Background: an optimization exercise with open tools, aiming at small area, a short achievable clock period and few clock cycles per item. Do not read the settings as production practice.
Only simulation tests tie the RTL to the original design; equivalence was not proved.

### design/flow/run.sh
#!/bin/bash
# synth_recipe.tcl (not shown) runs the flow's synth.tcl, then flattens the netlist and writes it again
# the make line also repeats each setting of config.mk as NAME=value (left out here)
make -C /OpenROAD-flow-scripts/flow DESIGN_CONFIG=/design/flow/config.mk WORK_HOME=/design/flow/orfs CLKGATE_MAP_FILE= SYNTH_SCRIPT=/design/flow/synth_recipe.tcl finish
### design/flow/config.mk
export PLATFORM = sky130hd
export DESIGN_NAME = fm_phase_discriminator_decimating_unit
export DESIGN_NICKNAME = fm_phase_discriminator_decimating_unit
export VERILOG_FILES = /design/flow/design.v
export SDC_FILE = /design/flow/constraint.sdc
export NUM_CORES = 4
export LEC_CHECK = 0
export CAP_MARGIN = 20
export CORE_MARGIN = 2
export CORE_UTILIZATION = 40
export PLACE_DENSITY = 0.6
export SLEW_MARGIN = 20
### design/flow/constraint.sdc
create_clock -name core_clock -period 10.0 [get_ports {clock}]
set_input_delay 2.0000 -clock core_clock [delete_from_list [all_inputs] [get_ports {clock}]]
set_output_delay 2.0000 -clock core_clock [all_outputs]
set_load 0.01 [all_outputs]
### design/flow/design.v
module fmpd_front (
   input  logic                     clock,
   input  logic                     reset,
   input  logic                     req_valid,
   output logic                     req_ready,
   input  logic signed [15:0]       req_in_real,
   input  logic signed [15:0]       req_in_imag,
   output logic                     grp_valid,
   output logic signed [19:0]       grp_re,
   output logic signed [19:0]       grp_im,
   input  logic                     grp_ready
);
   localparam int FIRST_DECIMATION = 11;
   localparam int ACC_W            = 20;
   localparam int CNT1_W           = 4;
   logic signed [ACC_W-1:0] acc_re_ff, acc_re_in;
   logic signed [ACC_W-1:0] acc_im_ff, acc_im_in;
   logic [CNT1_W-1:0]       cnt_ff, cnt_in;
   logic signed [ACC_W-1:0] sum_re;
   logic signed [ACC_W-1:0] sum_im;
   logic                    accept;
   logic                    group_end;
   assign req_ready = grp_ready;
   assign accept    = req_valid && grp_ready;
   assign group_end = (cnt_ff == CNT1_W'(FIRST_DECIMATION - 1));
   always_comb begin
      sum_re    = acc_re_ff + req_in_real;
      sum_im    = acc_im_ff + req_in_imag;
      grp_valid = accept && group_end;
      grp_re    = sum_re;
      grp_im    = sum_im;
      acc_re_in = acc_re_ff;
      acc_im_in = acc_im_ff;
      cnt_in    = cnt_ff;
      if (accept) begin
         if (group_end) begin
            acc_re_in = '0;
            acc_im_in = '0;
            cnt_in    = '0;
         end else begin
            acc_re_in = sum_re;
            acc_im_in = sum_im;
            cnt_in    = cnt_ff + 1'b1;
         end
      end
   end
   always_ff @(posedge clock) begin
      if (reset) begin
         acc_re_ff <= '0;
         acc_im_ff <= '0;
         cnt_ff    <= '0;
      end else begin
         acc_re_ff <= acc_re_in;
         acc_im_ff <= acc_im_in;
         cnt_ff    <= cnt_in;
      end
   end
endmodule
module fmpd_queue (
   input  logic               clock,
   input  logic               reset,
   input  logic               push_valid,
   input  logic [39:0]        push_data,
   output logic               push_ready,
   output logic               pop_valid,
   output logic [39:0]        pop_data,
   input  logic               pop_ready
);
   logic [39:0] entry0_ff, entry1_ff;
   logic        wr_ptr_ff, wr_ptr_in;
   logic        rd_ptr_ff, rd_ptr_in;
   logic [1:0]  count_ff, count_in;
   logic        do_push;
   logic        do_pop;
   assign push_ready = (count_ff != 2'd2);
   assign do_push    = push_valid && push_ready;
   assign do_pop     = pop_valid && pop_ready;
   assign pop_valid  = (count_ff != 2'd0);
   assign pop_data   = rd_ptr_ff ? entry1_ff : entry0_ff;
   always_comb begin
      wr_ptr_in = do_push ? ~wr_ptr_ff : wr_ptr_ff;
      rd_ptr_in = do_pop ? ~rd_ptr_ff : rd_ptr_ff;
      count_in  = count_ff + {1'b0, do_push} - {1'b0, do_pop};
   end
   always_ff @(posedge clock) begin
      if (do_push && !wr_ptr_ff) entry0_ff <= push_data;
      if (do_push && wr_ptr_ff)  entry1_ff <= push_data;
   end
   always_ff @(posedge clock) begin
      if (reset) begin
         wr_ptr_ff <= 1'b0;
         rd_ptr_ff <= 1'b0;
         count_ff  <= 2'd0;
      end else begin
         wr_ptr_ff <= wr_ptr_in;
         rd_ptr_ff <= rd_ptr_in;
         count_ff  <= count_in;
      end
   end
endmodule
module fmpd_back (
   input  logic                         clock,
   input  logic                         reset,
   input  logic                         grp_valid,
   input  logic [39:0]                  grp_data,
   output logic                         grp_ready,
   input  logic                         fmt,
   output logic                         rsp_valid,
   input  logic                         rsp_ready,
   output logic signed [15:0]           rsp_phase_word
);
   localparam int SECOND_DECIMATION = 4;
   localparam int CORDIC_STEPS      = 16;
   localparam int OUT_W             = 16;
   localparam int CLAMP_W           = OUT_W + 1;
   localparam int ACC_W             = 20;
   localparam int CNT2_W            = 3;
   localparam int PROD_W            = 2 * ACC_W;
   localparam int SUMP_W            = PROD_W + 1;
   localparam int CORDIC_W          = SUMP_W + 2;
   localparam int Z_W               = 34;
   localparam int ROUND_SH          = 16;
   localparam int ANGLE_W           = Z_W - ROUND_SH;
   localparam int ASUM_W            = ANGLE_W + CNT2_W;
   localparam int AVG_SHIFT         = 2;
   localparam int STEP_W            = 4;
   localparam logic [2:0] ST_IDLE = 3'd0;
   localparam logic [2:0] ST_MUL  = 3'd1;
   localparam logic [2:0] ST_PREP = 3'd2;
   localparam logic [2:0] ST_ROT  = 3'd3;
   localparam logic [2:0] ST_ITER = 3'd4;
   localparam logic [2:0] ST_DONE = 3'd5;
   localparam logic [2:0] ST_OUT  = 3'd6;
   localparam logic       FMT_BYTE = 1'b1;
   localparam logic signed [Z_W-1:0]    PI_Z    = Z_W'(64'sd1 <<< 31);
   localparam logic signed [Z_W-1:0]    HALF_Z  = Z_W'(64'sd1 <<< (ROUND_SH - 1));
   localparam logic signed [ASUM_W-1:0] AVG_HI  = ASUM_W'(32768);
   localparam logic signed [ASUM_W-1:0] AVG_LO  = -21'sd32768;
   localparam logic [CLAMP_W-1:0]       HALF_C  = CLAMP_W'(32768);
   localparam logic [OUT_W-1:0]         Q15_MAX = OUT_W'(32767);
   logic [2:0]                   state_ff, state_in;
   logic signed [ACC_W-1:0]      cur_re_ff, cur_im_ff;
   logic signed [ACC_W-1:0]      last_re_ff, last_im_ff;
   logic signed [PROD_W-1:0]     p_rr_ff, p_ii_ff, p_ir_ff, p_ri_ff;
   logic signed [CORDIC_W-1:0]   x_ff, y_ff;
   logic signed [Z_W-1:0]        z_ff;
   logic                         zero_ff;
   logic [STEP_W-1:0]            step_ff;
   logic signed [ASUM_W-1:0]     asum_ff, asum_in;
   logic [CNT2_W-1:0]            cnt2_ff, cnt2_in;
   logic                         rsp_valid_ff, rsp_valid_in;
   logic signed [OUT_W-1:0]      rsp_word_ff;
   logic                         out_load;
   logic                         iter_last;
   logic                         avg_last;
   logic signed [SUMP_W-1:0]     pr_sum, pi_sum;
   logic signed [CORDIC_W-1:0]   dx, dy;
   logic signed [Z_W-1:0]        atan_z;
   logic signed [Z_W-1:0]        z_round;
   logic signed [ANGLE_W-1:0]    angle;
   logic signed [ASUM_W-1:0]     avg;
   logic [CLAMP_W-1:0]           clamp_v;
   logic [CLAMP_W-1:0]           offset_v;
   logic [CLAMP_W+7:0]           scaled;
   logic signed [OUT_W-1:0]      word;
   assign iter_last = (step_ff == STEP_W'(CORDIC_STEPS - 1));
   assign avg_last  = (cnt2_ff == CNT2_W'(SECOND_DECIMATION - 1));
   always_comb begin
      grp_ready = 1'b0;
      out_load  = 1'b0;
      case (state_ff)
         ST_IDLE: grp_ready = 1'b1;
         ST_OUT:  out_load  = !rsp_valid_ff || rsp_ready;
         default: ;
      endcase
   end
   always_comb begin
      state_in = state_ff;
      case (state_ff)
         ST_IDLE: if (grp_valid) state_in = ST_MUL;
         ST_MUL:  state_in = ST_PREP;
         ST_PREP: state_in = ST_ROT;
         ST_ROT:  state_in = ST_ITER;
         ST_ITER: if (iter_last) state_in = ST_DONE;
         ST_DONE: state_in = avg_last ? ST_OUT : ST_IDLE;
         ST_OUT:  if (out_load) state_in = ST_IDLE;
         default: state_in = ST_IDLE;
      endcase
   end
   always_comb begin
      pr_sum  = p_rr_ff + p_ii_ff;
      pi_sum  = p_ir_ff - p_ri_ff;
      dx      = y_ff >>> step_ff;
      dy      = x_ff >>> step_ff;
      case (step_ff)
         4'd0:  atan_z = Z_W'(32'h20000000);
         4'd1:  atan_z = Z_W'(32'h12E4051E);
         4'd2:  atan_z = Z_W'(32'h09FB385B);
         4'd3:  atan_z = Z_W'(32'h051111D4);
         4'd4:  atan_z = Z_W'(32'h028B0D43);
         4'd5:  atan_z = Z_W'(32'h0145D7E1);
         4'd6:  atan_z = Z_W'(32'h00A2F61E);
         4'd7:  atan_z = Z_W'(32'h00517C55);
         4'd8:  atan_z = Z_W'(32'h0028BE53);
         4'd9:  atan_z = Z_W'(32'h00145F2F);
         4'd10: atan_z = Z_W'(32'h000A2F98);
         4'd11: atan_z = Z_W'(32'h000517CC);
         4'd12: atan_z = Z_W'(32'h00028BE6);
         4'd13: atan_z = Z_W'(32'h000145F3);
         4'd14: atan_z = Z_W'(32'h0000A2FA);
         4'd15: atan_z = Z_W'(32'h0000517D);
         default: atan_z = '0;
      endcase
      z_round = z_ff + $signed(HALF_Z);
      angle   = zero_ff ? '0 : z_round[Z_W-1:ROUND_SH];
      asum_in = asum_ff;
      cnt2_in = cnt2_ff;
      if (state_ff == ST_DONE) begin
         asum_in = asum_ff + angle;
         cnt2_in = avg_last ? '0 : cnt2_ff + 1'b1;
      end else if (out_load) begin
         asum_in = '0;
      end
      avg = asum_ff >>> AVG_SHIFT;
      if (avg > $signed(AVG_HI)) begin
         clamp_v = CLAMP_W'(AVG_HI);
      end else if (avg < $signed(AVG_LO)) begin
         clamp_v = CLAMP_W'(AVG_LO);
      end else begin
         clamp_v = CLAMP_W'(avg);
      end
      offset_v = clamp_v + HALF_C;
      scaled   = {offset_v, 8'b0} - (CLAMP_W + 8)'(offset_v);
      case (fmt)
         FMT_BYTE: word = OUT_W'(scaled[CLAMP_W+6:CLAMP_W-1]);
         default:  word = (clamp_v == HALF_C) ? Q15_MAX : clamp_v[OUT_W-1:0];
      endcase
      if (out_load) begin
         rsp_valid_in = 1'b1;
      end else if (rsp_ready) begin
         rsp_valid_in = 1'b0;
      end else begin
         rsp_valid_in = rsp_valid_ff;
      end
   end
   always_ff @(posedge clock) begin
      case (state_ff)
         ST_IDLE: begin
            if (grp_valid) begin
               cur_re_ff <= grp_data[39:20];
               cur_im_ff <= grp_data[19:0];
            end
            step_ff <= '0;
         end
         ST_MUL: begin
            p_rr_ff <= cur_re_ff * last_re_ff;
            p_ii_ff <= cur_im_ff * last_im_ff;
            p_ir_ff <= cur_im_ff * last_re_ff;
            p_ri_ff <= cur_re_ff * last_im_ff;
         end
         ST_PREP: begin
            x_ff <= pr_sum;
            y_ff <= pi_sum;
         end
         ST_ROT: begin
            zero_ff <= (x_ff == '0) && (y_ff == '0);
            if (x_ff[CORDIC_W-1]) begin
               x_ff <= -x_ff;
               y_ff <= -y_ff;
               z_ff <= y_ff[CORDIC_W-1] ? -$signed(PI_Z) : $signed(PI_Z);
            end else begin
               z_ff <= '0;
            end
         end
         ST_ITER: begin
            step_ff <= step_ff + 1'b1;
            if (!y_ff[CORDIC_W-1] && (y_ff != '0)) begin
               x_ff <= x_ff + dx;
               y_ff <= y_ff - dy;
               z_ff <= z_ff + atan_z;
            end else begin
               x_ff <= x_ff - dx;
               y_ff <= y_ff + dy;
               z_ff <= z_ff - atan_z;
            end
         end
         default: ;
      endcase
      if (out_load) rsp_word_ff <= word;
   end
   always_ff @(posedge clock) begin
      if (reset) begin
         state_ff     <= ST_IDLE;
         last_re_ff   <= '0;
         last_im_ff   <= '0;
         asum_ff      <= '0;
         cnt2_ff      <= '0;
         rsp_valid_ff <= 1'b0;
      end else begin
         state_ff     <= state_in;
         asum_ff      <= asum_in;
         cnt2_ff      <= cnt2_in;
         rsp_valid_ff <= rsp_valid_in;
         if (state_ff == ST_MUL) begin
            last_re_ff <= cur_re_ff;
            last_im_ff <= cur_im_ff;
         end
      end
   end
   assign rsp_valid      = rsp_valid_ff;
   assign rsp_phase_word = rsp_word_ff;
endmodule
module fm_phase_discriminator_decimating_unit (
   input  logic               clock,
   input  logic               reset,
   input  logic               req_valid,
   output logic               req_ready,
   input  logic signed [15:0] req_in_real,
   input  logic signed [15:0] req_in_imag,
   output logic               rsp_valid,
   input  logic               rsp_ready,
   output logic signed [15:0] rsp_phase_word,
   input  logic               csr_valid,
   output logic               csr_ready,
   input  logic               csr_output_format
);
   logic               format_ff, format_in;
   logic               front_valid;
   logic signed [19:0] front_re, front_im;
   logic               back_valid;
   logic [39:0]        back_data;
   logic               front_ready;
   logic               back_ready;
   assign csr_ready = 1'b1;
   always_comb begin
      format_in = format_ff;
      if (csr_valid) format_in = csr_output_format;
   end
   always_ff @(posedge clock) begin
      if (reset) begin
         format_ff <= 1'b0;
      end else begin
         format_ff <= format_in;
      end
   end
   fmpd_front u_front (
      .clock       (clock),
      .reset       (reset),
      .req_valid   (req_valid),
      .req_ready   (req_ready),
      .req_in_real (req_in_real),
      .req_in_imag (req_in_imag),
      .grp_valid   (front_valid),
      .grp_re      (front_re),
      .grp_im      (front_im),
      .grp_ready   (front_ready)
   );
   fmpd_queue u_queue (
      .clock      (clock),
      .reset      (reset),
      .push_valid (front_valid),
      .push_data  ({front_re, front_im}),
      .push_ready (front_ready),
      .pop_valid  (back_valid),
      .pop_data   (back_data),
      .pop_ready  (back_ready)
   );
   fmpd_back u_back (
      .clock          (clock),
      .reset          (reset),
      .grp_valid      (back_valid),
      .grp_data       (back_data),
      .grp_ready      (back_ready),
      .fmt            (format_ff),
      .rsp_valid      (rsp_valid),
      .rsp_ready      (rsp_ready),
      .rsp_phase_word (rsp_phase_word)
   );
endmodule
==> run_results.csv <==
group,metric,value,unit
run_status,outcome,"finished clean",
detailed_routing,firstDrtPassIters,6,
setup_path,path_class,"flop to flop",
setup_path,arrival,9.10,ns
setup_path,critPathMaxStageDelay,0.80,ns
place,hpwl,244,mm
synth,synth-xor-area-share,4.90,%
clock_network,cts_tree,"yes",
clock_network,h-tree-depth,3,
sta,final-setup-viol-count,0,
synth,synth_fa_ha_area_share,41.6,%
synth,yosysWarnings,4,
synth,synth_seq_cells,568,
die,io_pins,57,
clock_network,cts.sinks,568,
synth,yosys.area_share.simple,15.4,%
synth,synth_area_leaders,"fa_1, edfxtp_1, ha_1, inv_1, and2_1",
final_layout,regArea,15600,sq um
setup_path,cp_num_buf_inv,6,
sta,grt_setup_unrepaired,"no",
sta,fin_worst_skew,0.0564,ns
synth,synth_compound_area_share,9.94,%
final_layout,nNetsFinal,13200,
sta,worst_pin_slew,1.23,ns
detailed_routing,ant_nets,0,
synth,yosysSeqAreaShare,15.2,%
die,start_util,40.3,%
sta,tns,0,ns
detailed_routing,routed_wl,308,mm
detailed_routing,vias,77700,
setup_path,critPathCaptureType,"flop",
sta,hold_violations,0,
grt,grt_max_degree,122,
sta,drv_slew,0,
clock_network,cts_buffers,74,
synth,synth-edff-count,421,
detailed_routing,via_per_inst,5.47,
die,dieArea,260000,sq um
synth,synth_area_per_cell,9.31,sq um
die,coreArea,254000,sq um
die,die_w,510,microns
synth,yosysUniqueCellTypes,111,
die,num_rows,185,
synth,synth_top_family_by_area,"adder cells",
grt,antenna_found_initial,23,
clock_network,clock_latency,0.75,ns
clock_network,clk_pin_slew,0.06,ns
worst_hold_path,hold_path.class,"flop to flop",
final_layout,post-route-util,42.8,%
detailed_routing,drc_errors,0,
setup_path,path_delay_family,"adder cells",
sta,min_period,8.62,ns
synth,synth_top_area_cell,"fa_1",
synth,synthMuxAreaShare,3.64,%
setup_path,startpoint_type,"flop",
synth,synth.cell_area,102000,sq um
clock_network,root_buffer,"clkbuf_16",
sta,final.period_utilization,86.2,%
setup_path,crit_required,10.48,ns
synth,synthArstFlopShare,0,%
grt,grtUsageTotal,23.8,%
sta,max_freq,116,MHz
grt,grt-ovfl-total,0,
final_layout,multi_input_area,77500,sq um
place,io_buffers,55,
clock_network,cts_hold_buf,0,
grt,grt_pass1_vias,81300,
grt,grt_pass1_wl,478,mm
final_layout,fillers,24400,
setup_path,cp_slowest_cell,"o41ai_1",
final_layout,drive_above_1_share,4.99,%
run,maxCapViolCount,0,
sta,slew_headroom,18.2,%
synth,synthCells,11000,
place,place.gp.congestion,0.941,
detailed_routing,wl_per_cell,21.7,microns
setup_path,cp_common_cell,"fa_1",
synth,synth_nets,13400,
detailed_routing,dr.first_iter.drc_count,6168,
clock_network,clockBufferDepth,3,
clock_network,post_cts_resized,0,
final_layout,area_delta_synth_final,6.23,%
synth,synth_ff_type,"edfxtp_1",
clock_network,postCtsSetupRepairBufs,0,
setup_path,path_max_fanout,16,
synth,synth_top_area_share,33.0,%
die,fp.dieH,510,microns
-- per-stage QoR --
stage          area, sq um  hold WS (ns)  std cells  setup WS [ns]
2_1_floorplan       102000         0.407      11000           2.47
3_3_place_gp        106000         0.413      14100           1.40
3_5_place_dp        106000         0.436      14100           1.41
4_1_cts             109000         0.444      14200           1.43
5_1_grt             109000         0.481      14200          0.938
6_report            109000         0.439      14200           1.38
-- kinds of logic (layout without fill, tap and decap cells) --
family,count (synthesis),in the layout
compound gates,1597,1597
xor+xnor,573,573
fa+ha+maj,2397,2397
buf+inv,2444,2256
flops,568,568
mux,247,247
other cells,1,6
simple gates,3186,3186
-- worst min-delay path: stages, from the launching register on --
cell and delay (ns):
dfxtp_1 0.31, nand2_1 0.05, a21oi_1 0.04
-- cells in the mapped netlist (24+ instances only) --
master    count
nand2_1    1115
o211ai_1     24
nor4_1       28
xnor2_1     375
inv_1      1897
nor2b_1      52
nand2b_1     77
a211oi_1     53
and3_1       51
a21oi_1     460
nor3_1      119
ha_1        709
mux4_2       89
fa_1       1688
o21ai_0     331
clkbuf_1    457
buf_2        30
or2_2        24
o21bai_1     65
dfxtp_1     147
o221ai_1     24
nand3_1     115
xor2_1      198
o21a_1       74
a31oi_1      54
nand4_1      32
a22oi_1     100
edfxtp_1    421
nor2_1      508
o31ai_1      46
mux2i_1      75
mux2_2       80
or3_1        47
and2_1      914
a21o_1      176
-- final cells by class --
type | count | share of cell area [%]
multi-input combinational | 8001 | 71.2
clock buffer | 104 | 1.98
clock inverter | 30 | 0.309
sequential | 568 | 14.3
tap | 3366 | 3.87
inverter | 1902 | 6.57
antenna | 5 | 0.0115
timing repair buffer | 220 | 1.74
-- worst paths after layout --
check                             from                  to  slack (ns)  cells after the start
setup / recovery  u_back.last_im_ff[4]  u_back.p_ii_ff[38]        1.38                     25
hold / removal       u_back.cnt2_ff[2]   u_back.cnt2_ff[2]        0.44                      2
setup reg to reg  u_back.last_im_ff[4]  u_back.p_ii_ff[38]        1.38                     25
hold reg to reg      u_back.cnt2_ff[2]   u_back.cnt2_ff[2]        0.44                      2
-- sequential cells by signal (all words and copies together), names as in the netlist, 21 cells and up --
signal and flops:
u_back.p_rr_ff 40, u_back.z_ff 34, u_back.y_ff 43, u_back.x_ff 43
u_queue.entry1_ff 40, u_back.asum_ff 21, u_back.p_ri_ff 40, u_back.p_ir_ff 40
u_back.atan_z 30, u_queue.entry0_ff 40, u_back.p_ii_ff 40
-- per-layer routing --
metal  global-route usage, %  wire, microns  part of all wire (%)  vias up
li1                        -              -                     -    34700
met2                    38.5         142000                    46     2811
met5                       0             87                 0.028        -
met4                    7.41          10600                   3.4       12
met1                    32.3         132000                    43    39600
met3                    4.37          23300                   7.6      525
-- cell usage in the layout (no fill, tap or decap), types with 65 or more instances in the layout --
cell type  count
mux4_2        89
nand3_1      115
fa_1        1688
clkbuf_16     79
a22oi_1      100
o21a_1        73
dfxtp_1      139
nor2_1       504
nand2b_1      77
o21ai_0      331
a21o_1       176
o21bai_1      65
a21oi_1      459
and2_1       913
mux2i_1       75
xor2_1       198
ha_1         709
nor3_1       118
buf_4        157
inv_1       1893
nand2_1     1113
edfxtp_1     421
mux2_2        80
xnor2_1      375
Testbench counts, summed over its fixed seeds: cycles 43,616, items 512.

==> re-timing with driven ports <==
How much do the figures lean on ideal ports? The routed layout below was timed once more, with nothing changed but the port constraints. Step 1, drivers: a clkbuf_16 drives clock and a buf_2 each remaining input, both assumed. Step 2 also shifts input and output timing later by t, the mid clock arrival at the registers, as if the neighbouring blocks saw the same clock. Slacks: ideal ports / drivers / drivers and shift; pairs: ideal ports / drivers.
t, ns: 0.819
setup WS [ns]: 1.382 / 1.382 / 1.382
worst register clock-pin slew, ns: 0.07 / 0.07
worst data-port slew with drivers (ns): 0.15
pins driven straight from the clock port: 1
After both steps setup and hold are still met in this run. For this run, drivers alone change the setup slack by 0.000 ns; drivers and shift together by 0.000 ns.
